What follows belongs to an exercise in optimizing a design on an open flow for small area, a short achievable clock period and few clock cycles per item; a production flow would make more cautious choices.
Only simulation tests tie the RTL to the original design; equivalence was not proved.

## flow/run.sh

```bash
#!/bin/bash
# synth_recipe.tcl (not shown) runs the flow's synth.tcl, then flattens the netlist and writes it again
# the make line also repeats each setting of config.mk as NAME=value (left out here)
make -C /OpenROAD-flow-scripts/flow DESIGN_CONFIG=/design/flow/config.mk WORK_HOME=/design/flow/orfs CLKGATE_MAP_FILE= SYNTH_SCRIPT=/design/flow/synth_recipe.tcl finish
```

## flow/config.mk

```make
export PLATFORM = sky130hd
export DESIGN_NAME = cordic_top
export DESIGN_NICKNAME = cordic_top
export VERILOG_FILES = /design/flow/design.v
export SDC_FILE = /design/flow/constraint.sdc
export NUM_CORES = 4
export LEC_CHECK = 0
export CAP_MARGIN = 20
export CORE_MARGIN = 2
export CORE_UTILIZATION = 40
export SETUP_SLACK_MARGIN = 5
export SLEW_MARGIN = 20
```

## flow/constraint.sdc

```tcl
create_clock -name core_clock -period 12.0 [get_ports {clk}]
set_input_delay 2.4000 -clock core_clock [delete_from_list [all_inputs] [get_ports {clk}]]
set_output_delay 2.4000 -clock core_clock [all_outputs]
set_load 0.01 [all_outputs]
```

## flow/design.v

```verilog
`timescale 1ns/1ps
`default_nettype none
module cordic_top (
    input  logic               clk,
    input  logic               rst,
    input  logic               valid_in,
    input  logic [31:0]        angle_ieee754,
    output logic signed [15:0] sin_ieee754,
    output logic signed [15:0] cos_ieee754,
    output logic               valid,
    output logic signed [2:0]  flip_out
);
    logic       armed_q, s1_q, it_q, post_q, valid_q;
    logic [2:0] p_q;                   
    logic       idle, go;
    assign idle = ~(s1_q | it_q | post_q);
    assign go   = valid_in & armed_q & idle;
    logic [7:0]  w_e;
    logic        w_ok, w_neg;
    logic [25:0] w_mm, w_fix;
    logic [4:0]  w_sh;
    logic [8:0]  w_h;
    logic [3:0]  w_Q;
    logic [5:0]  w_rh;
    logic [22:0] w_r;
    always_comb begin
        w_e   = angle_ieee754[30:23];
        w_ok  = (w_e != 8'd0) && (w_e < 8'd137);
        w_neg = angle_ieee754[31] & w_ok;
        w_mm  = {1'b1, angle_ieee754[22:0], 2'b00};     
        w_sh  = 5'(8'd136 - w_e);
        w_fix = (w_e >= 8'd110 && w_e <= 8'd136) ? (w_mm >> w_sh) : 26'd0;
        w_h   = w_fix[25:17];
        if      (w_h >= 9'd495) w_Q = 4'd11;
        else if (w_h >= 9'd450) w_Q = 4'd10;
        else if (w_h >= 9'd405) w_Q = 4'd9;
        else if (w_h >= 9'd360) w_Q = 4'd8;
        else if (w_h >= 9'd315) w_Q = 4'd7;
        else if (w_h >= 9'd270) w_Q = 4'd6;
        else if (w_h >= 9'd225) w_Q = 4'd5;
        else if (w_h >= 9'd180) w_Q = 4'd4;
        else if (w_h >= 9'd135) w_Q = 4'd3;
        else if (w_h >= 9'd90)  w_Q = 4'd2;
        else if (w_h >= 9'd45)  w_Q = 4'd1;
        else                    w_Q = 4'd0;
        w_rh  = 6'(w_h - 9'(w_Q * 6'd45));
        w_r   = {w_rh, w_fix[16:0]};
    end
    logic [22:0] r_q;
    logic [2:0]  fl0_q, fl_q;          
    logic signed [15:0] w_z4;
    logic signed [18:0] w_x4, w_y4;
    logic        w_d1, w_d2, w_d3;
    logic [2:0]  w_d;
    always_comb begin
        w_d1  = (r_q >= 23'd2949116);
        if (w_d1) begin
            w_d2 = (r_q >= 23'd4690078);
            if (w_d2) w_d3 = (r_q >= 23'd5609962);
            else      w_d3 = (r_q >= 23'd3770194);
        end else begin
            w_d2 = (r_q >= 23'd1208154);
            if (w_d2) w_d3 = (r_q >= 23'd2128039);
            else      w_d3 = (r_q >= 23'd288270);
        end
        w_d = {w_d1, w_d2, w_d3};
        case (w_d)
            3'b111: begin w_x4 = -19'sd6217;  w_y4 = 19'sd130583; end
            3'b110: begin w_x4 = 19'sd26117;  w_y4 = 19'sd128097; end
            3'b101: begin w_x4 = 19'sd55964;  w_y4 = 19'sd118147; end
            3'b100: begin w_x4 = 19'sd83324;  w_y4 = 19'sd100737; end
            3'b011: begin w_x4 = 19'sd100737; w_y4 = 19'sd83324;  end
            3'b010: begin w_x4 = 19'sd118147; w_y4 = 19'sd55964;  end
            3'b001: begin w_x4 = 19'sd128097; w_y4 = 19'sd26117;  end
            default: begin w_x4 = 19'sd130583; w_y4 = -19'sd6217;  end
        endcase
    end
    wire [25:0] m_t = {3'b000, r_q} + {r_q, 3'b000};
    wire m_c25 = (w_d == 3'd1) | (w_d == 3'd3) | (w_d == 3'd4) | (w_d == 3'd6);
    wire m_c26 = (w_d == 3'd0) | (w_d == 3'd1) | (w_d == 3'd4) | (w_d == 3'd7);
    wire m_c27 = (w_d == 3'd0) | (w_d == 3'd3) | (w_d == 3'd6);
    wire m_c28 = (w_d == 3'd0) | (w_d == 3'd4) | (w_d == 3'd6);
    wire m_c29 = (w_d == 3'd3) | (w_d == 3'd6) | (w_d == 3'd7);
    wire m_c30 = (w_d == 3'd1) | (w_d == 3'd2) | (w_d == 3'd3) | (w_d == 3'd4) | (w_d == 3'd6);
    wire m_c31 = (w_d == 3'd1) | (w_d == 3'd3);
    wire m_c32 = (w_d == 3'd2) | (w_d == 3'd3) | (w_d == 3'd4) | (w_d == 3'd7);
    wire m_c33 = (w_d == 3'd5) | (w_d == 3'd6) | (w_d == 3'd7);
    wire m_c34 = (w_d == 3'd2) | (w_d == 3'd3) | (w_d == 3'd4) | (w_d == 3'd5);
    wire m_c35 = (w_d == 3'd6) | (w_d == 3'd7);
    wire m_c37 = (w_d == 3'd4) | (w_d == 3'd5) | (w_d == 3'd6) | (w_d == 3'd7);
    wire m_c39 = (w_d == 3'd1) | (w_d == 3'd3) | (w_d == 3'd5) | (w_d == 3'd7);
    wire m_1 = m_t[10] ^ ~r_q[0];
    wire m_2 = m_t[10] & ~r_q[0];
    wire m_3 = m_t[11] ^ ~r_q[1];
    wire m_4 = m_t[11] & ~r_q[1];
    wire m_5 = m_t[12] ^ ~r_q[2];
    wire m_6 = m_t[12] & ~r_q[2];
    wire m_7 = m_t[13] ^ ~r_q[3];
    wire m_8 = m_t[13] & ~r_q[3];
    wire m_9 = m_t[0] ^ m_t[14] ^ ~r_q[4];
    wire m_10 = (m_t[0] & m_t[14]) | (m_t[0] & ~r_q[4]) | (m_t[14] & ~r_q[4]);
    wire m_11 = m_t[1] ^ m_t[15] ^ ~r_q[5];
    wire m_12 = (m_t[1] & m_t[15]) | (m_t[1] & ~r_q[5]) | (m_t[15] & ~r_q[5]);
    wire m_13 = m_t[2] ^ m_t[16] ^ ~r_q[6];
    wire m_14 = (m_t[2] & m_t[16]) | (m_t[2] & ~r_q[6]) | (m_t[16] & ~r_q[6]);
    wire m_15 = m_t[3] ^ m_t[17] ^ ~r_q[7];
    wire m_16 = (m_t[3] & m_t[17]) | (m_t[3] & ~r_q[7]) | (m_t[17] & ~r_q[7]);
    wire m_17 = m_t[4] ^ m_t[18] ^ ~r_q[8];
    wire m_18 = (m_t[4] & m_t[18]) | (m_t[4] & ~r_q[8]) | (m_t[18] & ~r_q[8]);
    wire m_19 = m_t[5] ^ m_t[19] ^ ~r_q[9];
    wire m_20 = (m_t[5] & m_t[19]) | (m_t[5] & ~r_q[9]) | (m_t[19] & ~r_q[9]);
    wire m_21 = m_t[6] ^ m_t[20] ^ ~r_q[10];
    wire m_22 = (m_t[6] & m_t[20]) | (m_t[6] & ~r_q[10]) | (m_t[20] & ~r_q[10]);
    wire m_23 = m_t[7] ^ m_t[21];
    wire m_24 = m_t[7] & m_t[21];
    wire m_25 = m_t[8] ^ m_t[22];
    wire m_26 = m_t[8] & m_t[22];
    wire m_27 = m_t[9] ^ m_t[23];
    wire m_28 = m_t[9] & m_t[23];
    wire m_29 = m_t[10] ^ m_t[24];
    wire m_30 = m_t[10] & m_t[24];
    wire m_31 = m_t[11] ^ m_t[25];
    wire m_32 = m_t[11] & m_t[25];
    wire m_33 = m_t[5] ^ ~r_q[0];
    wire m_34 = m_t[5] & ~r_q[0];
    wire m_35 = m_t[6] ^ ~r_q[1];
    wire m_36 = m_t[6] & ~r_q[1];
    wire m_37 = m_t[7] ^ ~r_q[2];
    wire m_38 = m_t[7] & ~r_q[2];
    wire m_39 = m_t[8] ^ ~r_q[3];
    wire m_40 = m_t[8] & ~r_q[3];
    wire m_41 = m_t[9] ^ ~r_q[4];
    wire m_42 = m_t[9] & ~r_q[4];
    wire m_43 = m_1 ^ ~r_q[5] ^ ~r_q[12];
    wire m_44 = (m_1 & ~r_q[5]) | (m_1 & ~r_q[12]) | (~r_q[5] & ~r_q[12]);
    wire m_45 = m_2 ^ m_3 ^ ~r_q[6];
    wire m_46 = (m_2 & m_3) | (m_2 & ~r_q[6]) | (m_3 & ~r_q[6]);
    wire m_47 = m_4 ^ m_5 ^ ~r_q[7];
    wire m_48 = (m_4 & m_5) | (m_4 & ~r_q[7]) | (m_5 & ~r_q[7]);
    wire m_49 = m_6 ^ m_7 ^ ~r_q[8];
    wire m_50 = (m_6 & m_7) | (m_6 & ~r_q[8]) | (m_7 & ~r_q[8]);
    wire m_51 = m_8 ^ m_9 ^ ~r_q[9];
    wire m_52 = (m_8 & m_9) | (m_8 & ~r_q[9]) | (m_9 & ~r_q[9]);
    wire m_53 = m_10 ^ m_11 ^ ~r_q[10];
    wire m_54 = (m_10 & m_11) | (m_10 & ~r_q[10]) | (m_11 & ~r_q[10]);
    wire m_55 = m_12 ^ m_13 ^ ~r_q[11];
    wire m_56 = (m_12 & m_13) | (m_12 & ~r_q[11]) | (m_13 & ~r_q[11]);
    wire m_57 = m_14 ^ m_15 ^ ~r_q[12];
    wire m_58 = (m_14 & m_15) | (m_14 & ~r_q[12]) | (m_15 & ~r_q[12]);
    wire m_59 = m_16 ^ m_17 ^ ~r_q[13];
    wire m_60 = (m_16 & m_17) | (m_16 & ~r_q[13]) | (m_17 & ~r_q[13]);
    wire m_61 = m_18 ^ m_19 ^ ~r_q[14];
    wire m_62 = (m_18 & m_19) | (m_18 & ~r_q[14]) | (m_19 & ~r_q[14]);
    wire m_63 = m_20 ^ m_21 ^ ~r_q[15];
    wire m_64 = (m_20 & m_21) | (m_20 & ~r_q[15]) | (m_21 & ~r_q[15]);
    wire m_65 = m_22 ^ m_23 ^ ~r_q[11];
    wire m_66 = (m_22 & m_23) | (m_22 & ~r_q[11]) | (m_23 & ~r_q[11]);
    wire m_67 = m_24 ^ m_25 ^ ~r_q[12];
    wire m_68 = (m_24 & m_25) | (m_24 & ~r_q[12]) | (m_25 & ~r_q[12]);
    wire m_69 = m_26 ^ m_27 ^ ~r_q[13];
    wire m_70 = (m_26 & m_27) | (m_26 & ~r_q[13]) | (m_27 & ~r_q[13]);
    wire m_71 = m_28 ^ m_29 ^ ~r_q[14];
    wire m_72 = (m_28 & m_29) | (m_28 & ~r_q[14]) | (m_29 & ~r_q[14]);
    wire m_73 = m_30 ^ m_31 ^ ~r_q[15];
    wire m_74 = (m_30 & m_31) | (m_30 & ~r_q[15]) | (m_31 & ~r_q[15]);
    wire m_75 = m_32 ^ m_t[12] ^ ~r_q[16];
    wire m_76 = (m_32 & m_t[12]) | (m_32 & ~r_q[16]) | (m_t[12] & ~r_q[16]);
    wire m_77 = m_t[13] ^ ~r_q[17];
    wire m_78 = m_t[13] & ~r_q[17];
    wire m_79 = m_33 ^ ~r_q[7];
    wire m_80 = m_33 & ~r_q[7];
    wire m_81 = m_34 ^ m_35 ^ ~r_q[8];
    wire m_82 = (m_34 & m_35) | (m_34 & ~r_q[8]) | (m_35 & ~r_q[8]);
    wire m_83 = m_36 ^ m_37 ^ ~r_q[9];
    wire m_84 = (m_36 & m_37) | (m_36 & ~r_q[9]) | (m_37 & ~r_q[9]);
    wire m_85 = m_38 ^ m_39 ^ ~r_q[10];
    wire m_86 = (m_38 & m_39) | (m_38 & ~r_q[10]) | (m_39 & ~r_q[10]);
    wire m_87 = m_40 ^ m_41 ^ ~r_q[11];
    wire m_88 = (m_40 & m_41) | (m_40 & ~r_q[11]) | (m_41 & ~r_q[11]);
    wire m_89 = m_42 ^ m_43 ^ 1'b1;
    wire m_90 = (m_42 & m_43) | (m_42 & 1'b1) | (m_43 & 1'b1);
    wire m_91 = m_44 ^ m_45 ^ ~r_q[13];
    wire m_92 = (m_44 & m_45) | (m_44 & ~r_q[13]) | (m_45 & ~r_q[13]);
    wire m_93 = m_46 ^ m_47 ^ ~r_q[14];
    wire m_94 = (m_46 & m_47) | (m_46 & ~r_q[14]) | (m_47 & ~r_q[14]);
    wire m_95 = m_48 ^ m_49 ^ ~r_q[15];
    wire m_96 = (m_48 & m_49) | (m_48 & ~r_q[15]) | (m_49 & ~r_q[15]);
    wire m_97 = m_50 ^ m_51 ^ ~r_q[16];
    wire m_98 = (m_50 & m_51) | (m_50 & ~r_q[16]) | (m_51 & ~r_q[16]);
    wire m_99 = m_52 ^ m_53 ^ ~r_q[17];
    wire m_100 = (m_52 & m_53) | (m_52 & ~r_q[17]) | (m_53 & ~r_q[17]);
    wire m_101 = m_54 ^ m_55 ^ ~r_q[18];
    wire m_102 = (m_54 & m_55) | (m_54 & ~r_q[18]) | (m_55 & ~r_q[18]);
    wire m_103 = m_56 ^ m_57 ^ ~r_q[19];
    wire m_104 = (m_56 & m_57) | (m_56 & ~r_q[19]) | (m_57 & ~r_q[19]);
    wire m_105 = m_58 ^ m_59 ^ ~r_q[20];
    wire m_106 = (m_58 & m_59) | (m_58 & ~r_q[20]) | (m_59 & ~r_q[20]);
    wire m_107 = m_60 ^ m_61 ^ ~r_q[21];
    wire m_108 = (m_60 & m_61) | (m_60 & ~r_q[21]) | (m_61 & ~r_q[21]);
    wire m_109 = m_62 ^ m_63 ^ ~r_q[22];
    wire m_110 = (m_62 & m_63) | (m_62 & ~r_q[22]) | (m_63 & ~r_q[22]);
    wire m_111 = m_64 ^ m_65 ^ ~r_q[16];
    wire m_112 = (m_64 & m_65) | (m_64 & ~r_q[16]) | (m_65 & ~r_q[16]);
    wire m_113 = m_66 ^ m_67 ^ ~r_q[17];
    wire m_114 = (m_66 & m_67) | (m_66 & ~r_q[17]) | (m_67 & ~r_q[17]);
    wire m_115 = m_68 ^ m_69 ^ ~r_q[18];
    wire m_116 = (m_68 & m_69) | (m_68 & ~r_q[18]) | (m_69 & ~r_q[18]);
    wire m_117 = m_70 ^ m_71 ^ ~r_q[19];
    wire m_118 = (m_70 & m_71) | (m_70 & ~r_q[19]) | (m_71 & ~r_q[19]);
    wire m_119 = m_72 ^ m_73 ^ ~r_q[20];
    wire m_120 = (m_72 & m_73) | (m_72 & ~r_q[20]) | (m_73 & ~r_q[20]);
    wire m_121 = m_74 ^ m_75 ^ ~r_q[21];
    wire m_122 = (m_74 & m_75) | (m_74 & ~r_q[21]) | (m_75 & ~r_q[21]);
    wire m_123 = m_76 ^ m_77 ^ ~r_q[22];
    wire m_124 = (m_76 & m_77) | (m_76 & ~r_q[22]) | (m_77 & ~r_q[22]);
    wire m_125 = m_78 ^ m_t[14] ^ ~r_q[18];
    wire m_126 = (m_78 & m_t[14]) | (m_78 & ~r_q[18]) | (m_t[14] & ~r_q[18]);
    wire m_127 = m_t[15] ^ ~r_q[19];
    wire m_128 = m_t[15] & ~r_q[19];
    wire m_129 = m_t[16] ^ ~r_q[20];
    wire m_130 = m_t[16] & ~r_q[20];
    wire m_131 = m_t[17] ^ ~r_q[21];
    wire m_132 = m_t[17] & ~r_q[21];
    wire m_133 = m_t[18] ^ ~r_q[22];
    wire m_134 = m_t[18] & ~r_q[22];
    wire m_l1 = m_114 ^ m_115;
    wire m_l2 = m_114 & m_115;
    wire m_l3 = m_116 ^ m_117 ^ m_c26;
    wire m_l4 = (m_116 & m_117) | (m_116 & m_c26) | (m_117 & m_c26);
    wire m_l5 = m_118 ^ m_119 ^ m_c27;
    wire m_l6 = (m_118 & m_119) | (m_118 & m_c27) | (m_119 & m_c27);
    wire m_l7 = m_120 ^ m_121 ^ m_c28;
    wire m_l8 = (m_120 & m_121) | (m_120 & m_c28) | (m_121 & m_c28);
    wire m_l9 = m_122 ^ m_123 ^ m_c29;
    wire m_l10 = (m_122 & m_123) | (m_122 & m_c29) | (m_123 & m_c29);
    wire m_l11 = m_124 ^ m_125 ^ m_c30;
    wire m_l12 = (m_124 & m_125) | (m_124 & m_c30) | (m_125 & m_c30);
    wire m_l13 = m_126 ^ m_127 ^ m_c31;
    wire m_l14 = (m_126 & m_127) | (m_126 & m_c31) | (m_127 & m_c31);
    wire m_l15 = m_128 ^ m_129 ^ m_c32;
    wire m_l16 = (m_128 & m_129) | (m_128 & m_c32) | (m_129 & m_c32);
    wire m_l17 = m_130 ^ m_131 ^ m_c33;
    wire m_l18 = (m_130 & m_131) | (m_130 & m_c33) | (m_131 & m_c33);
    wire m_l19 = m_132 ^ m_133 ^ m_c34;
    wire m_l20 = (m_132 & m_133) | (m_132 & m_c34) | (m_133 & m_c34);
    wire m_l21 = m_134 ^ m_t[19] ^ m_c35;
    wire m_l22 = (m_134 & m_t[19]) | (m_134 & m_c35) | (m_t[19] & m_c35);
    wire m_l23 = m_t[20] ^ 1'b1;
    wire m_l24 = m_t[20] & 1'b1;
    wire m_l25 = m_t[21] ^ m_c37;
    wire m_l26 = m_t[21] & m_c37;
    wire [39:0] m_a = {m_t[23], m_l26, m_l24, m_l22, m_l20, m_l18, m_l16, m_l14, m_l12, m_l10, m_l8, m_l6, m_l4, m_l2, m_l1, m_112, m_110, m_108, m_106, m_104, m_102, m_100, m_98, m_96, m_94, m_92, m_90, m_88, m_86, m_84, m_82, m_80, m_79, m_t[4], m_t[3], m_t[2], m_t[1], m_t[0], ~r_q[1], ~r_q[0]};
    wire [39:0] m_b = {m_c39, m_t[22], m_l25, m_l23, m_l21, m_l19, m_l17, m_l15, m_l13, m_l11, m_l9, m_l7, m_l5, m_l3, m_c25, m_113, m_111, m_109, m_107, m_105, m_103, m_101, m_99, m_97, m_95, m_93, m_91, m_89, m_87, m_85, m_83, m_81, 1'b1, ~r_q[6], ~r_q[5], ~r_q[4], ~r_q[3], ~r_q[2], 1'b0, 1'b1};
    wire [39:0] m_s = m_a + m_b;
    assign w_z4 = m_s[39:24];
    logic signed [18:0] x_q, y_q;
    logic [15:0]        zu_q;
    logic               w_da, w_db;
    logic signed [15:0] w_z4r, w_z5;
    logic signed [12:0] w_z6;
    logic signed [18:0] w_xa, w_ya, w_xb, w_yb, w_xs1, w_ys1, w_xs2, w_ys2;
    logic [15:0]        w_zun;
    always_comb begin
        w_z4r = {~zu_q[15], zu_q[14:0]};
        w_da  = zu_q[15];
        w_z5  = w_da ? (w_z4r - 16'sd8181) : (w_z4r + 16'sd8181);
        w_db  = (p_q == 3'd0) ? ~w_z5[15] : zu_q[14];
        w_z6  = 13'(w_db ? (w_z5 - 16'sd4095) : (w_z5 + 16'sd4095));
        w_zun = (p_q == 3'd0) ? {~w_z6[12], w_z6[11:0], 3'b000} : {zu_q[13:0], 2'b00};
        case (p_q)
            3'd0:    begin w_xs1 = x_q >>> 4;  w_ys1 = y_q >>> 4;  end
            3'd1:    begin w_xs1 = x_q >>> 6;  w_ys1 = y_q >>> 6;  end
            3'd2:    begin w_xs1 = x_q >>> 8;  w_ys1 = y_q >>> 8;  end
            3'd3:    begin w_xs1 = x_q >>> 10; w_ys1 = y_q >>> 10; end
            default: begin w_xs1 = x_q >>> 12; w_ys1 = y_q >>> 12; end
        endcase
        w_xa  = x_q + (w_ys1 ^ {19{w_da}}) + {18'd0, w_da};
        w_ya  = y_q + (w_xs1 ^ {19{~w_da}}) + {18'd0, ~w_da};
        case (p_q)
            3'd0:    begin w_xs2 = w_xa >>> 5;  w_ys2 = w_ya >>> 5;  end
            3'd1:    begin w_xs2 = w_xa >>> 7;  w_ys2 = w_ya >>> 7;  end
            3'd2:    begin w_xs2 = w_xa >>> 9;  w_ys2 = w_ya >>> 9;  end
            3'd3:    begin w_xs2 = w_xa >>> 11; w_ys2 = w_ya >>> 11; end
            default: begin w_xs2 = w_xa >>> 13; w_ys2 = w_ya >>> 13; end
        endcase
        w_xb  = w_xa + (w_ys2 ^ {19{w_db}}) + {18'd0, w_db};
        w_yb  = w_ya + (w_xs2 ^ {19{~w_db}}) + {18'd0, ~w_db};
    end
    logic               w_d14, w_d15;
    logic [3:0]         w_X, w_Y;
    logic [3:0]         w_x15h, w_y15h;
    logic               w_xc, w_xb0, w_yc, w_yb0;
    logic signed [5:0]  w_gx, w_gy, w_gs, w_gc;
    logic [18:0]        w_bs, w_bc;
    logic               w_ns, w_nc;
    logic signed [15:0] w_sin, w_cos;
    function automatic logic signed [15:0] round_q15(input logic [18:0] b,
                                                     input logic signed [5:0] g,
                                                     input logic n);
        logic signed [20:0] t, s;
        t = (n ? ~{2'b00, b} : {2'b00, b}) + 21'(n ? (6'sd3 - g) : (6'sd2 + g));
        s = t >>> 2;
        if (s > 21'sd32767)
            round_q15 = 16'sh7FFF;
        else if (s < -21'sd32768)
            round_q15 = 16'sh8000;
        else
            round_q15 = 16'(s);
    endfunction
    always_comb begin
        w_d14 = zu_q[15];
        w_d15 = zu_q[14];
        w_X   = x_q[17:14];
        w_Y   = y_q[17:14];
        w_yc  = (&y_q[14:4]) & (({1'b0, y_q[3:0]} + {1'b0, w_X}) >= 5'd16);
        w_yb0 = (~|y_q[14:4]) & (y_q[3:0] < w_X);
        w_y15h = y_q[18:15] + (w_d14 ? {3'd0, w_yc} : -{3'd0, w_yb0});
        w_xc  = (&x_q[14:4]) & (({1'b0, x_q[3:0]} + {1'b0, w_Y}) >= 5'd16);
        w_xb0 = (~|x_q[14:4]) & (x_q[3:0] < w_Y);
        w_x15h = x_q[18:15] + (w_d14 ? -{3'd0, w_xb0} : {3'd0, w_xc});
        w_gx  = (w_d14 ? -{2'd0, w_Y} : {2'd0, w_Y}) + (w_d15 ? -{2'd0, w_y15h} : {2'd0, w_y15h});
        w_gy  = (w_d14 ? {2'd0, w_X} : -{2'd0, w_X}) + (w_d15 ? {2'd0, w_x15h} : -{2'd0, w_x15h});
        w_bs  = fl_q[0] ? x_q : y_q;
        w_gs  = fl_q[0] ? w_gx : w_gy;
        w_bc  = fl_q[0] ? y_q : x_q;
        w_gc  = fl_q[0] ? w_gy : w_gx;
        w_ns  = fl_q[1] ^ fl_q[2];
        w_nc  = fl_q[1] ^ fl_q[0];
        w_sin = round_q15(w_bs, w_gs, w_ns);
        w_cos = round_q15(w_bc, w_gc, w_nc);
    end
    always_ff @(posedge clk or negedge rst) begin
        if (!rst) begin
            armed_q <= 1'b0;
            s1_q    <= 1'b0;
            it_q    <= 1'b0;
            post_q  <= 1'b0;
            valid_q <= 1'b0;
        end else begin
            armed_q <= 1'b1;
            s1_q    <= go;
            if (s1_q)
                it_q <= 1'b1;
            else if (p_q == 3'd4)
                it_q <= 1'b0;
            post_q  <= it_q & (p_q == 3'd4);
            valid_q <= post_q;
        end
    end
    always_ff @(posedge clk) begin
        r_q   <= w_r;
        fl0_q <= {w_neg, w_Q[1:0]};
        if (s1_q) begin
            fl_q <= fl0_q;
            x_q  <= w_x4;
            y_q  <= w_y4;
            zu_q <= {~w_z4[15], w_z4[14:0]};
            p_q  <= 3'd0;
        end else begin
            x_q  <= w_xb;
            y_q  <= w_yb;
            zu_q <= w_zun;
            p_q  <= p_q + 3'd1;
        end
    end
    logic signed [15:0] sin_q, cos_q;
    logic [2:0]         flip_q;
    always_ff @(posedge clk or negedge rst) begin
        if (!rst) begin
            sin_q  <= '0;
            cos_q  <= '0;
            flip_q <= '0;
        end else if (post_q) begin
            sin_q  <= w_sin;
            cos_q  <= w_cos;
            flip_q <= fl_q;
        end
    end
    assign sin_ieee754 = sin_q;
    assign cos_ieee754 = cos_q;
    assign flip_out    = flip_q;
    assign valid       = valid_q;
endmodule
`default_nettype wire
```

==> flow_summary.ini, run 1 <==
[status]
status = no timing/DRC/antenna violations

[clock_tree]
clock_path_buffers = 2
cts.sinks = 126
h-tree-depth = 4
cts_hold_buf = 0
cts-root-buf = clkbuf_16
clkSlewWorstSetupHoldPaths_ns = 0.06
cts_tree = built
numCtsBuffers = 17
clock_latency_ns = 0.49

[worst_setup_path]
start_kind = register
crit_fanout = 8
cpMostUsedCell = nand2_1
path_delay_family = compound AO/OA/AOI/OAI gates
max_stage_delay_ns = 0.57
endpoint_kind = register
criticalPathCategory = register to register
r2r_slack_ns = 4.64
crit_arrival_ns = 7.73
slowest_stage = dfxtp_1
cp.required_ns = 12.36
crit_buf_inv = 6

[synthesis]
ys_seq_area_frac = 0.131
synth_top_cell_by_area = ha_1
muxShareOfSynthArea = 0.0435
synth-main-ff-cell = dfxtp_1
async_reset_ff_frac = 0.317
synth_top_family_by_area = compound AO/OA/AOI/OAI gates
synth-edff-count = 3
synthDistinctLibCells = 101
syn_nets = 3002
synth_top_area_frac = 0.160
yosys.area_share.xor_xnor = 0.117
synth.area.top_cells = ha_1, xnor2_1, dfxtp_1, fa_1, a21oi_1
avgSynthCellArea_um2 = 7.97
syn_area_mm2 = 0.0210
synthCells = 2630
synth_compound_area_frac = 0.273
ys_seq_elements = 126
yosys.area_share.simple = 0.153
synth_warnings = 1
synth_adder_area_share = 0.226

[sta]
fin_worst_skew_ns = 0.00982
tightest_slew_ns = 1.07
final.setup.tns_ns = 0
fin_ws_ns = 4.64
timing.fmax_ghz = 0.136
rsz0062_at_grt = yes
min_period_ns = 7.36
setup_violations = 0
fin_crit_sh = 0.614
slew_headroom = 0.278
hold_violations = 0
slew_viol_final = 0

[die]
start_util = 0.406
pin_count = 71
core_mm2 = 0.0516
fp.dieW_um = 233
num_rows = 83
die_area_mm2 = 0.0543
die_h_um = 233

[route]
wl_per_cell_um = 21.4
drc = 0
ant_nets = 0
first_iter_violations = 2006
first_pass_iters = 10
viasPerCell = 6.15
wl_um = 74800
num_vias = 21500

[final_layout]
drive_above_1_share = 0.210
nets = 3177
areaGrowthSynthToFinish_pct = 25.6
diodes = 0
stdcell_area_mm2 = 0.0263
final_util = 0.510

[global_routing]
grt_pass1_wl_um = 113000
busiest_layer = met2
use_met1 = 0.336
antenna_found_initial = 1
met3_usage = 0.0586
globalRouteMet2Util = 0.438
grt_max_degree = 77
track_usage = 0.265
grt_pass1_vias = 20600
overflow = 0

[placed_design]
dpl_worst_slack_ns = 3.44
gp_congestion = 0.956
placed_cell_area_mm2 = 0.0226
hpwl_um = 51800
portBuffers = 70

[job]
maxCapViolations = 0

[worst_hold_path]
hp-class = register to register
[registers in the layout, indices dropped and copies added, names as in the netlist, 3 cells and up]
register,flops
y_q,19
x_q,19
cos_q,16
r_q,23
flip_q,3
zu_q,16
fl0_q,3
sin_q,16
fl_q,3
p_q,3
[Yosys cell counts (all sizes together) (26+ instances only)]
master,n
o21ai,169
ha,268
nand2,197
buf,37
mux2i,54
fa,69
nand2b,33
dfxtp,83
nor2,167
nand4,37
a221oi,28
clkbuf,83
xnor2,220
a211oi,39
a21o,75
nor3,40
a21oi,216
o21a,32
o21bai,26
xor2,61
nor2b,33
dfrtp,40
a221o,45
inv,177
nand3,44
a31oi,37
[metal layers]
| metal | part of all wire | wire, um |
|---|---|---|
| met3 | 0.085 | 6350 |
| met4 | 0.041 | 3050 |
| met2 | 0.46 | 34500 |
| met1 | 0.41 | 31000 |
| met5 | 0 | 0 |
[layout make-up]
cell class                 count  area (um2)
inverter                     179         718
fill                        4860       25300
clock buffer                  26         499
multi-input combinational   2207       18800
timing repair buffer         274        2570
clock inverter                 6        58.8
sequential                   126        2810
tap                          680         851
[worst register-to-register path, delay by kind of cell (launching register included)]
kind,cells,cell delay [ns]
buf+inv,6,0.68
flops,1,0.57
fa+ha+maj,6,1.74
simple gates,8,1.15
xor+xnor,2,0.36
compound gates,14,2.73
[metrics by stage]
step           cells  hold slack, ns
2_1_floorplan   2630           0.352
3_3_place_gp    3287           0.390
3_5_place_dp    3287           0.390
4_1_cts         3392           0.400
5_1_grt         3498           0.412
6_report        3498           0.401
[cell families (layout without fill, tap and decap cells)]
kind of cell	count (synthesis)	after routing
compound gates	844	844
mux	78	78
simple gates	664	666
fa+ha+maj	337	337
other cells	1	1
buf+inv	299	485
xor+xnor	281	281
flops	126	126
[layout by cell type, fill, tap and decap left out, types with 34 or more instances in the layout]
cell / n
inv_1: 151
nor3_1: 34
ha_1: 236
nand2_1: 191
xnor2_1: 192
nor2_1: 158
buf_4: 168
dfrtp_1: 39
dfxtp_1: 64
clkdlybuf4s50_1: 65
a21o_1: 75
nand4_1: 37
a21oi_2: 52
o21ai_0: 107
o21ai_1: 37
a21oi_1: 157
xor2_1: 55
nand3_1: 41
fa_1: 61
mux2i_1: 47
a221o_1: 45
[path summary, 6_finish.rpt]
check                           startpoint        end  cells past startpoint
worst max register to register      y_q[8]  sin_q[11]                     36
worst max-delay path                y_q[8]  sin_q[11]                     36
worst min register to register    fl0_q[1]    fl_q[1]                      0
min in group asynchronous              rst  flip_q[0]                      1
worst min-delay path              fl0_q[1]    fl_q[1]                      0
max in group asynchronous              rst       s1_q                      1
[repair_timing]
action | in CTS | in global routing
setup endpoints to repair | 61 | 55
buffers inserted | 71 | 98
gates resized for setup | 150 | 217
gates cloned | 2 | 8
pin swaps | 65 | 175
Testbench counts, summed over its fixed seeds: cycles 19,208, items 2,400.
==> run 2: changes to the inputs <==
--- a/flow/config.mk
+++ b/flow/config.mk
@@ -5,6 +5,7 @@
 export SDC_FILE = /design/flow/constraint.sdc
 export NUM_CORES = 4
 export LEC_CHECK = 0
+export ABC_AREA = 1
 export CAP_MARGIN = 20
 export CORE_MARGIN = 2
 export CORE_UTILIZATION = 40
==> run 2 against run 1 <==
Net effect:
- still clean on timing, DRC and antenna
- synthesized cell count grew 29%
- flip-flop and latch count is the same
- register-to-register slack gained 0.34 ns
- setup slack gained 0.34 ns
- cell count grew 22%
==> flow_summary.ini, run 2 <==
[synthesis]
avgSynthCellArea_um2 = 6.41
async_reset_ff_frac = 0.317
yosysMostFrequentCell = nand2_1
synth_compound_area_frac = 0.216
synth_top_family_by_area = simple AND/OR/NAND/NOR gates
synth.area.top_cells = ha_1, nand2_1, dfxtp_1, inv_1, o21ai_0
yosys.area_share.xor_xnor = 0.0909
synth_top_area_frac = 0.154
synth_adder_area_share = 0.217
ys_seq_area_frac = 0.126
synth_warnings = 1
yosys.area_share.simple = 0.257
syn_nets = 3769
muxShareOfSynthArea = 0.000459
synth-main-ff-cell = dfxtp_1
synth_top_cell_by_area = ha_1
synthDistinctLibCells = 65
synthCells = 3397
synth_commonest_cells = nand2_1, inv_1, o21ai_0
ys_seq_elements = 126
synth-edff-count = 3
syn_area_mm2 = 0.0218

[clock_tree]
clock_latency_ns = 0.49
numCtsBuffers = 17
cts_tree = built
clkSlewWorstSetupHoldPaths_ns = 0.07
clock_path_buffers = 2
h-tree-depth = 4
cts-root-buf = clkbuf_16
cts.sinks = 126
cts_hold_buf = 0

[worst_setup_path]
path_delay_family = compound AO/OA/AOI/OAI gates
crit_fanout = 9
cp.required_ns = 12.41
critical_path.endpoint = cos_q[13]
r2r_start = y_q[16]
start_kind = register
r2r_slack_ns = 4.98
startpoint = y_q[16]
criticalPathCategory = register to register
endpoint_kind = register
slowest_stage = fa_1
crit_arrival_ns = 7.43
rr_worst_depth = 45
max_stage_delay_ns = 0.52
crit_buf_inv = 9
cpMostUsedCell = a21oi_2
cp_num_cells = 45
reg2reg_to = cos_q[13]

[route]
drc = 0
viasPerCell = 5.54
num_vias = 23600
first_pass_iters = 8
first_iter_violations = 2061
wl_per_cell_um = 18.0
ant_nets = 0
wl_um = 76500

[global_routing]
grt_pass1_vias = 22100
grt_max_degree = 88
track_usage = 0.264
antenna_found_initial = 1
overflow = 0
grt_pass1_wl_um = 118000

[job]
maxCapViolations = 0

[sta]
hold_violations = 0
min_period_ns = 7.02
hold_slack_ns = 0.405
rsz0062_at_grt = yes
fin_crit_sh = 0.585
setup_violations = 0
slew_viol_final = 0
final.setup.tns_ns = 0
slew_headroom = 0.490
fin_worst_skew_ns = 0.0212
tightest_slew_ns = 0.756
timing.fmax_ghz = 0.142

[die]
num_rows = 85
die_h_um = 237
fp.dieW_um = 237
pin_count = 71
core_mm2 = 0.0538
die_area_mm2 = 0.0563
start_util = 0.405

[final_layout]
final_util = 0.484
final_common_cell = nand2_1
largest_reg_flops = 23
stdcell_area_mm2 = 0.0261
diodes = 0
layout_common_cells = nand2_1, inv_1, o21ai_0
largest_register = r_q
top_regs = r_q: 23 flops, x_q: 19 flops, y_q: 19 flops
nets = 3918
areaGrowthSynthToFinish_pct = 19.6
drive_above_1_share = 0.121

[placed_design]
placed_cell_area_mm2 = 0.0232
portBuffers = 70
gp_congestion = 0.959
hpwl_um = 57600

[worst_hold_path]
hp-class = register to register

[status]
status = no timing/DRC/antenna violations
-- run 2: cell count changes in the layout (fill, tap and decap cells not counted), moves of 93 or more --
cell     previous run  this run
nand2_1           191       762
inv_1             151       398
o21ai_0           107       283
xnor2_1           192        46
nand3_1            41       156
a21oi_1           157       268
xor2_1             55       165
nor2_1            158       251
-- run 2: logic make-up after synthesis --
logic type	after synthesis
multiplexers	1
adder cells (fa/ha/maj)	337
flip-flops	126
other	1
XOR/XNOR	223
buffers and inverters	518
AND/OR/NAND/NOR	1362
AO/OA/AOI/OAI	829
-- run 2: metal layers --
layer	vias to the layer above	routed length (um)	track usage
met4	2	3000	0.0983
li1	11700	-	-
met1	10900	33400	0.343
met2	763	34800	0.437
met3	171	5290	0.0462
met5	-	19	0
-- run 2: final cells by class --
class | instances | area [um2]
inverters | 431 | 1700
fillers | 5615 | 27800
multi-input cells | 2755 | 18100
clock inverters | 13 | 163
repair buffers | 210 | 1970
well taps | 696 | 871
clock buffers | 19 | 475
flip-flops and latches | 126 | 2780
repair inverters | 5 | 31.3
-- run 2: metrics by stage --
stage               std cells  setup WS, ns
floorplan                3397          5.00
global placement         4101          2.41
detailed placement       4101          2.43
CTS                      4174          4.98
global route             4255          4.65
finish                   4255          4.98
-- run 2: repair_timing --
item | CTS | global route
setup endpoints to repair | 62 | 45
gates resized for setup | 128 | 196
gates cloned | 4 | 6
setup buffers | 37 | 75
pin swaps | 38 | 80
-- run 2: worst register-to-register path, delay by kind of cell, from the launching register on --
family / cells / cell delay, ns
flops: 1 / 0.34
fa+ha+maj: 6 / 1.73
xor+xnor: 3 / 0.54
simple gates: 12 / 1.13
buf+inv: 9 / 1.13
compound gates: 15 / 2.12
-- run 2: worst min path at each step --
stage                  start  endpoint  slack [ns]  depth (start not counted)
global placement    fl0_q[2]   fl_q[2]        0.39                          0
finish              fl0_q[2]   fl_q[2]        0.40                          0
CTS                 fl0_q[2]   fl_q[2]        0.40                          0
detailed placement  fl0_q[2]   fl_q[2]        0.39                          0
floorplan             post_q   valid_q        0.35                          0
global route        fl0_q[2]   fl_q[2]        0.42                          0
==> run 3: changes to the inputs <==
--- a/flow/config.mk
+++ b/flow/config.mk
@@ -5,9 +5,8 @@
 export SDC_FILE = /design/flow/constraint.sdc
 export NUM_CORES = 4
 export LEC_CHECK = 0
-export ABC_AREA = 1
 export CAP_MARGIN = 20
 export CORE_MARGIN = 2
-export CORE_UTILIZATION = 40
+export CORE_UTILIZATION = 60
 export SETUP_SLACK_MARGIN = 5
 export SLEW_MARGIN = 20
==> run 3 against run 2 <==
Net effect:
- fmax is 3.3% lower
- highest routed layer is now met4
- critical path depth is 10 lower
- still clean
- critical endpoint is now sin_q[3]
- via count is 6.3% lower
- flip-flop and latch count stayed put
- cell count is 24% lower
- count of clock-buffer cells in the layout is 1 lower
==> flow_summary.ini, run 3 <==
[worst_setup_path]
endpoint_kind = register
path_delay_family = compound AO/OA/AOI/OAI gates
cp_num_cells = 35
start_kind = register
slowest_stage = fa_2
cpMostUsedCell = a21oi_2
rr_worst_depth = 35
cp.required_ns = 12.34
crit_arrival_ns = 7.60
r2r_start = y_q[4]
critical_path.endpoint = sin_q[3]
crit_buf_inv = 5
reg2reg_to = sin_q[3]
startpoint = y_q[4]
r2r_slack_ns = 4.74
max_stage_delay_ns = 0.54
criticalPathCategory = register to register
crit_fanout = 8

[placed_design]
placed_cell_area_mm2 = 0.0223
dpl_worst_slack_ns = 3.23
gp_congestion = 0.984
portBuffers = 70
dp.cells = 3062
hpwl_um = 49600

[die]
num_rows = 68
fp.dieW_um = 191
core_mm2 = 0.0345
die_h_um = 191
start_util = 0.608
die_area_mm2 = 0.0365
pin_count = 71

[final_layout]
final_common_cell = ha_1
drive_above_1_share = 0.200
stdcell_count = 3252
nets = 3155
stdcell_area_mm2 = 0.0259
largest_reg_flops = 23
areaGrowthSynthToFinish_pct = 23.6
layout_common_cells = ha_1, xnor2_1, nand2_1
largest_register = r_q
top_regs = r_q: 23 flops, x_q: 19 flops, y_q: 19 flops
final_util = 0.752

[synthesis]
async_reset_ff_frac = 0.317
syn_nets = 3002
yosysMostFrequentCell = ha_1
synthCells = 2630
synth.area.top_cells = ha_1, xnor2_1, dfxtp_1, fa_1, a21oi_1
synth_warnings = 1
synth-edff-count = 3
synth-main-ff-cell = dfxtp_1
syn_area_mm2 = 0.0210
avgSynthCellArea_um2 = 7.97
synthDistinctLibCells = 101
synth_top_cell_by_area = ha_1
ys_seq_area_frac = 0.131
synth_top_area_frac = 0.160
ys_seq_elements = 126
synth_commonest_cells = ha_1, xnor2_1, a21oi_1

[clock_tree]
h-tree-depth = 4
clock_path_buffers = 2
cts_hold_buf = 0
cts_tree = built
cts-root-buf = clkbuf_16
cts.sinks = 126
clkSlewWorstSetupHoldPaths_ns = 0.07
numCtsBuffers = 17
clock_latency_ns = 0.47

[route]
first_iter_violations = 2572
wl_um = 74500
drc = 0
wl_per_cell_um = 22.9
viasPerCell = 6.79
num_vias = 22100
ant_nets = 0
first_pass_iters = 10

[sta]
tightest_slew_ns = 0.943
hold_slack_ns = 0.404
fin_ws_ns = 4.74
final.setup.tns_ns = 0
slew_viol_final = 0
setup_violations = 0
min_period_ns = 7.26
slew_headroom = 0.367
fin_crit_sh = 0.605
fin_worst_skew_ns = 0.0260
timing.fmax_ghz = 0.138
rsz0062_at_grt = yes
hold_violations = 0

[global_routing]
grt_pass1_wl_um = 110000
track_usage = 0.384
overflow = 0
grt_pass1_vias = 20700
grt_max_degree = 80
antenna_found_initial = 0

[status]
status = no timing/DRC/antenna violations

[worst_hold_path]
hp-class = register to register

[job]
maxCapViolations = 0
-- run 3: final cells by class --
| type | instances | area, um2 |
|---|---|---|
| antenna | 1 | 2.50 |
| clock buffer | 18 | 450 |
| clock inverter | 14 | 196 |
| fill | 2607 | 8550 |
| inverter | 179 | 731 |
| multi-input combinational | 2207 | 18700 |
| sequential | 126 | 2820 |
| tap | 455 | 569 |
| timing repair buffer | 251 | 2430 |
| timing repair inverter | 1 | 5.00 |
-- run 3: cell families (layout without fill, tap and decap cells) --
logic type	after synthesis	count (layout)	synth area share
compound gates	844	844	0.273
xor+xnor	281	281	0.117
fa+ha+maj	337	337	0.226
buf+inv	299	463	0.0550
flops	126	126	0.131
mux	78	78	0.0435
other cells	1	2	0.000179
simple gates	664	666	0.153
-- run 3: timing repair --
| action | CTS | global route |
|---|---|---|
| pin swaps | 86 | 171 |
| setup endpoints to repair | 64 | 57 |
| resized for setup | 165 | 188 |
| buffers inserted | 85 | 62 |
| gates cloned | 5 | 5 |
-- run 3: layer usage --
metal	GRT usage	wire length (um)	part of all wire
met1	0.475	28300	0.38
met2	0.632	34000	0.46
met3	0.0843	7310	0.098
met4	0.185	4920	0.066
met5	0	0	0
-- run 3: worst reg2reg max path: cells and delay by family, from the launching register on --
family | cells | cell delay (ns)
AOI/OAI and AO/OA | 18 | 3.02
xor gates and xnor gates | 3 | 0.58
adders and majority gates | 5 | 1.52
buffers and inverters | 5 | 0.61
DFF | 1 | 0.52
muxes | 1 | 0.15
and+or+nand+nor | 3 | 0.74
-- run 3: worst min path at each step --
stage,startpoint,slack (ns),cells past startpoint,endpoint
6_report,fl0_q[1],0.40,0,fl_q[1]
5_1_grt,fl0_q[2],0.42,0,fl_q[2]
3_3_place_gp,fl0_q[2],0.39,0,fl_q[2]
4_1_cts,fl0_q[1],0.41,0,fl_q[1]
2_1_floorplan,post_q,0.35,0,valid_q
3_5_place_dp,fl0_q[1],0.39,0,fl_q[1]
==> run 4: changes to the inputs <==
--- a/flow/design.v
+++ b/flow/design.v
@@ -17,8 +17,9 @@
     assign go   = valid_in & armed_q & idle;
     logic [7:0]  w_e;
     logic        w_ok, w_neg;
+    logic        w_inr;
     logic [25:0] w_mm, w_fix;
-    logic [4:0]  w_sh;
+    logic [48:0] w_base;
     logic [8:0]  w_h;
     logic [3:0]  w_Q;
     logic [5:0]  w_rh;
@@ -28,8 +29,9 @@
         w_ok  = (w_e != 8'd0) && (w_e < 8'd137);
         w_neg = angle_ieee754[31] & w_ok;
         w_mm  = {1'b1, angle_ieee754[22:0], 2'b00};     
-        w_sh  = 5'(8'd136 - w_e);
-        w_fix = (w_e >= 8'd110 && w_e <= 8'd136) ? (w_mm >> w_sh) : 26'd0;
+        w_inr  = w_e[7] ? (w_e[6:0] <= 7'd8) : (w_e[6:0] >= 7'd110);
+        w_base = w_e[7] ? {w_mm, 23'd0} : {32'd0, w_mm[25:9]};
+        w_fix  = w_inr ? 26'(w_base >> (~w_e[4:0])) : 26'd0;
         w_h   = w_fix[25:17];
         if      (w_h >= 9'd495) w_Q = 4'd11;
         else if (w_h >= 9'd450) w_Q = 4'd10;
@@ -297,15 +299,31 @@
     function automatic logic signed [15:0] round_q15(input logic [18:0] b,
                                                      input logic signed [5:0] g,
                                                      input logic n);
-        logic signed [20:0] t, s;
-        t = (n ? ~{2'b00, b} : {2'b00, b}) + 21'(n ? (6'sd3 - g) : (6'sd2 + g));
-        s = t >>> 2;
-        if (s > 21'sd32767)
-            round_q15 = 16'sh7FFF;
-        else if (s < -21'sd32768)
-            round_q15 = 16'sh8000;
-        else
-            round_q15 = 16'(s);
+        logic [20:0]        bb;
+        logic signed [5:0]  sm;
+        logic signed [7:0]  lo;
+        logic signed [14:0] hi, hc [0:2];
+        logic signed [15:0] res [0:2];
+        bb = n ? ~{2'b00, b} : {2'b00, b};
+        sm = n ? (6'sd3 - g) : (6'sd2 + g);
+        lo = {2'b00, bb[5:0]} + {{2{sm[5]}}, sm};
+        hi = bb[20:6];
+        hc[0] = hi - 15'sd1;
+        hc[1] = hi;
+        hc[2] = hi + 15'sd1;
+        for (int k = 0; k < 3; k++) begin
+            if (hc[k] >= 15'sd2048)
+                res[k] = 16'sh7FFF;
+            else if (hc[k] < -15'sd2048)
+                res[k] = 16'sh8000;
+            else
+                res[k] = {hc[k][11:0], lo[5:2]};
+        end
+        case (lo[7:6])
+            2'b11:   round_q15 = res[0];
+            2'b01:   round_q15 = res[2];
+            default: round_q15 = res[1];
+        endcase
     endfunction
     always_comb begin
         w_d14 = zu_q[15];
--- a/flow/config.mk
+++ b/flow/config.mk
@@ -5,8 +5,9 @@
 export SDC_FILE = /design/flow/constraint.sdc
 export NUM_CORES = 4
 export LEC_CHECK = 0
+export ABC_AREA = 1
 export CAP_MARGIN = 20
 export CORE_MARGIN = 2
-export CORE_UTILIZATION = 60
+export CORE_UTILIZATION = 40
 export SETUP_SLACK_MARGIN = 5
 export SLEW_MARGIN = 20
==> run 4 against run 3 <==
Net effect:
- global-route usage is 13 points lower
- cell count is 47% higher
- routed wire length up 12%
- critical path depth fell by 1
- count of clock-buffer cells in the layout did not move
- setup slack improved by 0.57 ns
- worst hold slack worse by 0.015 ns
- non-clock buffer count fell by 81
==> flow_summary.ini, run 4 <==
[synthesis]
synth.area.top_cells = nand2_1, ha_1, nand3_1, xor2_1, dfxtp_1
synth_top_area_frac = 0.163
syn_area_mm2 = 0.0242
synth-main-ff-cell = dfxtp_1
async_reset_ff_frac = 0.317
syn_nets = 4263
synthDistinctLibCells = 70
synth_top_cell_by_area = nand2_1
yosysMostFrequentCell = nand2_1
avgSynthCellArea_um2 = 6.20
synth_warnings = 5
ys_seq_area_frac = 0.114
synth-edff-count = 3
synthCells = 3906
synth_commonest_cells = nand2_1, inv_1, nand3_1
ys_seq_elements = 126

[worst_setup_path]
cpMostUsedCell = nand2_1
endpoint_kind = register
startpoint = angle_ieee754[23]
slowest_stage = fa_1
criticalPathCategory = input pin to register
r2r_start = x_q[1]
r2r_slack_ns = 5.44
cp.required_ns = 12.40
max_stage_delay_ns = 0.49
reg2reg_to = cos_q[7]
critical_path.endpoint = r_q[22]
crit_fanout = 6
start_kind = input pin
crit_arrival_ns = 7.09
rr_worst_depth = 36

[final_layout]
final_common_cell = nand2_1
largest_reg_flops = 23
areaGrowthSynthToFinish_pct = 14.3
layout_common_cells = nand2_1, inv_1, nand3_1
final_util = 0.460
nFillCells = 6461
drive_above_1_share = 0.0957
nets = 4334
diodes = 0
top_regs = r_q: 23 flops, x_q: 19 flops, y_q: 19 flops
largest_register = r_q

[sta]
final.setup.tns_ns = 0
rsz0062_at_grt = yes
fin_crit_sh = 0.558
min_period_ns = 6.69
hold_violations = 0
setup_violations = 0
fin_worst_skew_ns = 0.0211
tightest_slew_ns = 1.02
slew_headroom = 0.315
slew_viol_final = 0
timing.fmax_ghz = 0.149

[route]
ant_nets = 0
drc = 0
wl_um = 83500
first_iter_violations = 2134
num_vias = 26400
first_pass_iters = 6
viasPerCell = 5.52
wl_per_cell_um = 17.5

[global_routing]
track_usage = 0.256
grt_max_degree = 90
globalRouteMet2Util = 0.423
grt_pass1_vias = 23700
use_met1 = 0.341
grt_pass1_wl_um = 129000
antenna_found_initial = 0
busiest_layer = met2
overflow = 0
met3_usage = 0.0354

[clock_tree]
cts.sinks = 126
clock_path_buffers = 2
h-tree-depth = 4
clock_latency_ns = 0.49
numCtsBuffers = 17
cts_tree = built
cts-root-buf = clkbuf_16
cts_hold_buf = 0
clkSlewWorstSetupHoldPaths_ns = 0.07

[placed_design]
hpwl_um = 64100
portBuffers = 70
gp_congestion = 0.971

[job]
maxCapViolations = 0

[die]
die_area_mm2 = 0.0625
start_util = 0.402
num_rows = 90
fp.dieW_um = 250
die_h_um = 250
core_mm2 = 0.0601
pin_count = 71

[status]
status = no timing/DRC/antenna violations

[worst_hold_path]
hp-class = register to register
hp-start = fl0_q[1]
worstHoldPathCells = 0
-- run 4: cell types whose count changed after synthesis, moves of 60 or more --
cell	previous run	this run
o21ai_0	127	280
xnor2_1	220	36
xor2_1	61	194
inv_1	169	416
nor2_1	167	295
nand2_1	197	1052
a21o_1	75	15
nand3_1	44	364
-- run 4: timing repair --
item / CTS / global route
endpoints found under the hold margin: 0 / 0
gates resized for setup: 103 / 184
setup buffers: 12 / 57
pin swaps: 2 / 32
setup endpoints to repair: 56 / 59
cloned: 4 / 9
-- run 4: worst min-delay path by stage --
| stage | to | slack, ns |
|---|---|---|
| after detailed placement | fl_q[1] | 0.39 |
| after global routing | fl_q[1] | 0.41 |
| after CTS | fl_q[1] | 0.40 |
| final | fl_q[1] | 0.39 |
| after floorplan | fl_q[0] | 0.39 |
| after global placement | fl_q[1] | 0.39 |
-- run 4: through the flow --
stage | instance area (um2) | std cells | hold slack (ns) | setup WS [ns]
final | 27700 | 4772 | 0.389 | 5.31
after global routing | 27700 | 4772 | 0.406 | 4.94
after CTS | 26500 | 4706 | 0.399 | 4.92
after detailed placement | 25400 | 4658 | 0.389 | 3.29
after global placement | 25400 | 4658 | 0.388 | 3.21
after floorplan | 24200 | 3906 | 0.386 | 5.12
-- run 4: layout make-up --
type                    count  area, um2  area share
clock buffers              18        450      0.0163
repair buffers            170       1730      0.0627
clock inverters            14        129     0.00466
flip-flops and latches    126       2780       0.100
inverters                 448       1740      0.0628
multi-input cells        3211      19800       0.717
well taps                 782        978      0.0354
repair inverters            3       17.5    0.000633
-- run 4: cell families (layout without fill, tap and decap cells) --
group | Yosys count | count (layout) | synth area share
and+or+nand+nor | 1868 | 1869 | 0.327
muxes | 1 | 1 | 0.000414
adders and majority gates | 322 | 322 | 0.188
buffers and inverters | 570 | 653 | 0.0944
xor gates and xnor gates | 241 | 241 | 0.0911
DFF | 126 | 126 | 0.114
other | 1 | 1 | 0.000155
AOI/OAI and AO/OA | 777 | 777 | 0.185
-- run 4: layer usage --
layer  wire length (um)  vias to the layer above
met5                  0                        -
met4               2920                        0
met3               5510                      175
met2              38200                      960
met1              36800                    12000
li1                   -                    13200
-- run 4: worst max-delay path, delay by kind of cell --
family / cells / cell delay (ns)
buffers and inverters: 9 / 1.11
xor gates and xnor gates: 2 / 0.28
AOI/OAI and AO/OA: 3 / 0.45
adders and majority gates: 4 / 1.25
and+or+nand+nor: 16 / 1.56
Testbench counts of run 4, summed over its fixed seeds: cycles 19,208, items 2,400.
==> run 5: changes to the inputs <==
--- a/flow/design.v
+++ b/flow/design.v
@@ -24,6 +24,8 @@
     logic [3:0]  w_Q;
     logic [5:0]  w_rh;
     logic [22:0] w_r;
+    logic [9:0]  w_c [0:11];
+    logic [11:0] w_ge, w_oh;
     always_comb begin
         w_e   = angle_ieee754[30:23];
         w_ok  = (w_e != 8'd0) && (w_e < 8'd137);
@@ -33,19 +35,17 @@
         w_base = w_e[7] ? {w_mm, 23'd0} : {32'd0, w_mm[25:9]};
         w_fix  = w_inr ? 26'(w_base >> (~w_e[4:0])) : 26'd0;
         w_h   = w_fix[25:17];
-        if      (w_h >= 9'd495) w_Q = 4'd11;
-        else if (w_h >= 9'd450) w_Q = 4'd10;
-        else if (w_h >= 9'd405) w_Q = 4'd9;
-        else if (w_h >= 9'd360) w_Q = 4'd8;
-        else if (w_h >= 9'd315) w_Q = 4'd7;
-        else if (w_h >= 9'd270) w_Q = 4'd6;
-        else if (w_h >= 9'd225) w_Q = 4'd5;
-        else if (w_h >= 9'd180) w_Q = 4'd4;
-        else if (w_h >= 9'd135) w_Q = 4'd3;
-        else if (w_h >= 9'd90)  w_Q = 4'd2;
-        else if (w_h >= 9'd45)  w_Q = 4'd1;
-        else                    w_Q = 4'd0;
-        w_rh  = 6'(w_h - 9'(w_Q * 6'd45));
+        for (int k = 0; k < 12; k++) begin
+            w_c[k]  = {1'b0, w_h} - 10'(45 * k);
+            w_ge[k] = ~w_c[k][9];
+        end
+        w_Q  = 4'd0;
+        w_rh = 6'd0;
+        for (int k = 0; k < 12; k++) begin
+            w_oh[k] = w_ge[k] & ((k == 11) ? 1'b1 : ~w_ge[(k + 1) % 12]);
+            w_rh    = w_rh | ({6{w_oh[k]}} & w_c[k][5:0]);
+            w_Q     = w_Q | ({4{w_oh[k]}} & 4'(k));
+        end
         w_r   = {w_rh, w_fix[16:0]};
     end
     logic [22:0] r_q;
==> run 5 against run 4 <==
Net effect:
- cell count decreased by 1.5%
- sequential share of layout area grew 0.41 points
- fmax up 1.1%
- global-route usage increased by 0.94 points
- non-clock buffer count is 63 lower
- critical path depth shrank 12
- die area down 0.23%
- via count fell by 1.0%
- clock skew up 0.0071 ns
- count of clock-buffer cells in the layout up 1
==> flow_summary.ini, run 5 <==
[final_layout]
drive_above_1_share = 0.0592
nets = 4267
largest_reg_flops = 23
top_regs = r_q: 23 flops, x_q: 19 flops, y_q: 19 flops
areaGrowthSynthToFinish_pct = 9.86
stdcell_area_mm2 = 0.0265
diodes = 0
final_common_cell = nand2_1
layout_common_cells = nand2_1, inv_1, nor2_1
final_util = 0.442
largest_register = r_q
stdcell_count = 4701

[synthesis]
yosysMostFrequentCell = nand2_1
synthDistinctLibCells = 71
synth_commonest_cells = nand2_1, inv_1, nor2_1
ys_seq_elements = 126
synth_top_cell_by_area = nand2_1
synth.area.top_cells = nand2_1, ha_1, o21ai_0, xor2_1, dfxtp_1
synth_top_area_frac = 0.145
synth-edff-count = 3
async_reset_ff_frac = 0.317
ys_seq_area_frac = 0.114
syn_area_mm2 = 0.0241
synth-main-ff-cell = dfxtp_1
syn_nets = 4251
synthCells = 3890
avgSynthCellArea_um2 = 6.21
synth_warnings = 6

[route]
viasPerCell = 5.55
wl_um = 84500
first_iter_violations = 2664
wl_per_cell_um = 18.0
num_vias = 26100
first_pass_iters = 8
drc = 0
ant_nets = 0

[placed_design]
dp.cells = 4646
portBuffers = 70
hpwl_um = 67600
gp_congestion = 0.981
dpl_worst_slack_ns = 3.93
placed_cell_area_mm2 = 0.0254

[status]
status = no timing/DRC/antenna violations

[clock_tree]
clock_path_buffers = 2
h-tree-depth = 4
numCtsBuffers = 17
clkSlewWorstSetupHoldPaths_ns = 0.06
cts_tree = built
clock_latency_ns = 0.50
cts.sinks = 126
cts-root-buf = clkbuf_16

[worst_setup_path]
crit_arrival_ns = 7.03
cp.required_ns = 12.41
crit_fanout = 42
start_kind = input pin
endpoint_kind = register
criticalPathCategory = input pin to register

[global_routing]
antenna_found_initial = 0
overflow = 0
met3_usage = 0.0356
busiest_layer = met2
globalRouteMet2Util = 0.427
use_met1 = 0.366
track_usage = 0.266
grt_pass1_vias = 24200
grt_max_degree = 88
grt_pass1_wl_um = 133000

[sta]
slew_viol_final = 0
rsz0062_at_grt = yes
min_period_ns = 6.62
tightest_slew_ns = 1.06
hold_violations = 0
setup_violations = 0
fin_crit_sh = 0.552
fin_ws_ns = 5.38
fin_worst_skew_ns = 0.0282
slew_headroom = 0.285
hold_slack_ns = 0.403
final.setup.tns_ns = 0
timing.fmax_ghz = 0.151

[die]
core_mm2 = 0.0600
pin_count = 71
die_area_mm2 = 0.0623
num_rows = 90
fp.dieW_um = 250
die_h_um = 250
start_util = 0.402

[worst_hold_path]
hp-class = register to register

[job]
maxCapViolations = 0
run 5: cell types whose count changed in the layout (fill, tap and decap cells not counted), sizes merged, moves of 8 or more:
cell / before / now
nand2: 1073 / 937
nand3: 371 / 236
nor2: 304 / 401
o21ai: 316 / 406
buf: 95 / 37
inv: 438 / 459
xnor2: 37 / 58
o22ai: 43 / 58
a22oi: 3 / 15
clkdlybuf4s50: 56 / 66
or2: 15 / 25
clkinvlp: 11 / 19
run 5: logic make-up after synthesis:
group,Yosys count,share of synthesized area
xor gates and xnor gates,255,0.0947
adders and majority gates,326,0.189
other,1,0.000155
muxes,4,0.00166
DFF,126,0.114
buffers and inverters,586,0.0964
AOI/OAI and AO/OA,875,0.206
and+or+nand+nor,1717,0.298
run 5: metal layers:
metal | vias to the layer above | routed length (um)
li1 | 13000 | -
met1 | 12000 | 39300
met2 | 953 | 37500
met3 | 156 | 5100
met4 | 0 | 2570
met5 | - | 0
run 5: layout make-up:
class	instances	area [um2]
tap	782	978
fill	6475	33500
timing repair buffer	107	1020
inverter	472	1830
clock buffer	19	443
multi-input combinational	3178	19300
sequential	126	2770
clock inverter	13	129
timing repair inverter	4	25.0
run 5: worst paths after layout:
| check | depth (start not counted) | from | end | slack, ns |
|---|---|---|---|---|
| min in group asynchronous | 1 | rst | sin_q[14] | 2.02 |
| worst min-delay path | 0 | fl0_q[1] | fl_q[1] | 0.40 |
| max in group asynchronous | 1 | rst | s1_q | 9.33 |
| worst max register to register | 35 | p_q[2] | x_q[16] | 5.38 |
| worst max-delay path | 22 | angle_ieee754[25] | r_q[22] | 5.38 |
| worst min register to register | 0 | fl0_q[1] | fl_q[1] | 0.40 |
run 5: critical path: stages:
cell and delay (ns):
clkdlybuf4s50_1 0.46, buf_4 0.36, clkinv_1 0.11, buf_4 0.25
nand3_1 0.12, nand2_1 0.06, a21oi_1 0.27, a21oi_4 0.12
inv_2 0.28, nor2_1 0.08, nand2_1 0.45, inv_1 0.24
ha_1 0.32, nand2_1 0.10, nand2_1 0.12, o21ai_0 0.26
nand2_1 0.20, nor2_1 0.31, nand3_1 0.13, o21ai_0 0.13
nor2_1 0.08, nand2_1 0.11
run 5: what timing repair did:
action                     in CTS  in global routing
pin swaps                       0                  5
setup endpoints to repair      63                 51
cloned                          0                  5
setup buffers                   0                 18
gates resized for setup        25                 94
hold buffers                    0                  0
Testbench counts of run 5, summed over its fixed seeds: cycles 19,208, items 2,400.
==> run 6: changes to the inputs <==
--- a/flow/config.mk
+++ b/flow/config.mk
@@ -9,5 +9,6 @@
 export CAP_MARGIN = 20
 export CORE_MARGIN = 2
 export CORE_UTILIZATION = 40
+export PLACE_DENSITY = 0.75
 export SETUP_SLACK_MARGIN = 5
 export SLEW_MARGIN = 20
==> run 6 against run 5 <==
Net effect:
- non-clock buffer count is 8 lower
- critical path depth is 3 lower
- first-iteration DRC count is 0.90% lower
- highest routed layer unchanged
- critical path type unchanged
- utilization is 0.15 points lower
- flip-flop and latch count stayed put
- setup slack worse by 0.075 ns
- still clean on timing, DRC and antenna
- largest cell class unchanged
==> flow_summary.ini, run 6 <==
[status]
status = no timing/DRC/antenna violations

[final_layout]
areaGrowthSynthToFinish_pct = 9.48
largest_register = r_q
final_common_cell = nand2_1
drive_above_1_share = 0.0560
multiInputGateArea_mm2 = 0.0193
seqCellArea_mm2 = 0.00278
nets = 4258
top_regs = r_q: 23 flops, x_q: 19 flops, y_q: 19 flops

[synthesis]
syn_area_mm2 = 0.0241
synth_warnings = 6
synthCells = 3890
yosys.area_share.simple = 0.298
synth_compound_area_frac = 0.206
syn_nets = 4251
synth_commonest_cells = nand2_1, inv_1, nor2_1
ys_seq_area_frac = 0.114
yosysMostFrequentCell = nand2_1
synth_top_cell_by_area = nand2_1
ys_seq_elements = 126
synth_adder_area_share = 0.189
synth-edff-count = 3

[job]
maxCapViolations = 0

[route]
first_pass_iters = 9
num_vias = 26600
ant_nets = 0
first_iter_violations = 2640
wl_um = 81300
drc = 0
viasPerCell = 5.66

[die]
num_rows = 90
pin_count = 71
core_mm2 = 0.0600
start_util = 0.402
die_area_mm2 = 0.0623
fp.dieW_um = 250
die_h_um = 250

[sta]
fin_crit_sh = 0.558
setup_violations = 0
final.setup.tns_ns = 0
timing.fmax_ghz = 0.149
hold_slack_ns = 0.409
rsz0062_at_grt = yes
slew_viol_final = 0
hold_violations = 0
fin_worst_skew_ns = 0.0194
min_period_ns = 6.69

[global_routing]
grt_pass1_vias = 24200
track_usage = 0.253
antenna_found_initial = 1
grt_max_degree = 88
globalRouteMet2Util = 0.406

[worst_setup_path]
crit_fanout = 19
cp.required_ns = 12.39
start_kind = input pin
criticalPathCategory = input pin to register

[clock_tree]
cts_hold_buf = 0
h-tree-depth = 4
cts-root-buf = clkbuf_16

[placed_design]
gp_congestion = 1.02
hpwl_um = 63000
portBuffers = 70

[worst_hold_path]
hp-class = register to register
worstHoldPathCells = 0
run 6: cell counts after synthesis:
No cell type changed its count.
run 6: final timing paths:
| path | slack, ns | to |
|---|---|---|
| min in group asynchronous | 2.03 | sin_q[12] |
| setup reg to reg | 5.45 | y_q[16] |
| hold reg to reg | 0.41 | fl_q[1] |
| max in group asynchronous | 9.36 | post_q |
| hold / removal | 0.41 | fl_q[1] |
| setup / recovery | 5.31 | r_q[17] |
run 6: critical path: stages:
cell and delay (ns):
clkdlybuf4s50_1 0.83, inv_2 0.27, nor2_1 0.56, inv_1 0.33, o21ai_0 0.26, nor2_1 0.06, nand2_1 0.40, inv_1 0.23
ha_1 0.32, nand2_1 0.09, nand2_1 0.11, o21ai_0 0.31, nand2_1 0.22, nand2_1 0.19, nand2_1 0.13, nor2_1 0.10
nand2_1 0.07, o21ai_1 0.12, inv_1 0.04
run 6: cells by family after synthesis:
kind of cell	after synthesis
AO/OA/AOI/OAI	875
XOR/XNOR	255
adder cells (fa/ha/maj)	326
buffers and inverters	586
flip-flops	126
multiplexers	4
other	1
AND/OR/NAND/NOR	1717
run 6: area by class of cell:
type / count / area share
repair inverters: 2 / 0.000568
clock buffers: 17 / 0.0161
inverters: 472 / 0.0691
diodes: 2 / 0.000189
well taps: 782 / 0.0370
flip-flops and latches: 126 / 0.105
multi-input cells: 3179 / 0.729
clock inverters: 15 / 0.00667
repair buffers: 99 / 0.0364
run 6: through the flow:
stage / cell area [um2] / std cells / util / worst slack, ns
6_report: 26400 / 4694 / 0.440 / 5.31
5_1_grt: 26400 / 4692 / 0.440 / 4.94
3_5_place_dp: 25400 / 4641 / 0.423 / 4.21
3_3_place_gp: 25400 / 4641 / 0.423 / 4.30
4_1_cts: 26100 / 4674 / 0.434 / 4.94
2_1_floorplan: 24100 / 3890 / - / 5.77
run 6: routing by layer:
metal / vias up / wire length [um]
met4: 0 / 3590
met5: - / 0
li1: 13000 / -
met3: 249 / 7490
met1: 12200 / 34200
met2: 1214 / 36000
run 6: timing repair:
item,in CTS,in global routing
gates cloned,0,4
setup endpoints to repair,60,61
resized for setup,29,85
setup buffers,1,14
pin swaps,1,2

[what the ideal ports hide]
Ports are ideal in the flow. The routed layouts listed here were re-timed in OpenROAD.
Step 1 sets driving cells, clkbuf_16 on the clock port and buf_2 on the other inputs (assumed; they add their load-dependent delay and slew).
Step 2 also shifts input and output timing later by t, the mid clock arrival at the registers, as if the neighbouring blocks saw the same clock.
a / b / c = no drivers / after step 1 / after step 2; a / b = the first two.
run	t, ns	setup WS [ns]	worst setup path after step 2	worst register clock-pin slew, ns	worst slew at a driven data input, ns
run 1	0.537	4.636 / 4.636 / 4.636	register to register	0.06 / 0.06	0.05
run 2	0.542	4.977 / 4.977 / 4.936	input to register	0.08 / 0.08	0.07
run 3	0.507	4.740 / 4.740 / 4.702	input to register	0.08 / 0.08	0.04
run 4	0.542	5.307 / 5.344 / 4.802	input to register	0.07 / 0.07	0.04
run 5	0.534	5.381 / 5.382 / 4.873	input to register	0.08 / 0.08	0.04
run 6	0.536	5.307 / 5.339 / 4.803	input to register	0.07 / 0.07	0.06
After both steps setup and hold are still met in every run listed. The setup slack of run 5, which loses most, moves by +0.001 ns with the drivers and by -0.508 ns with both steps.
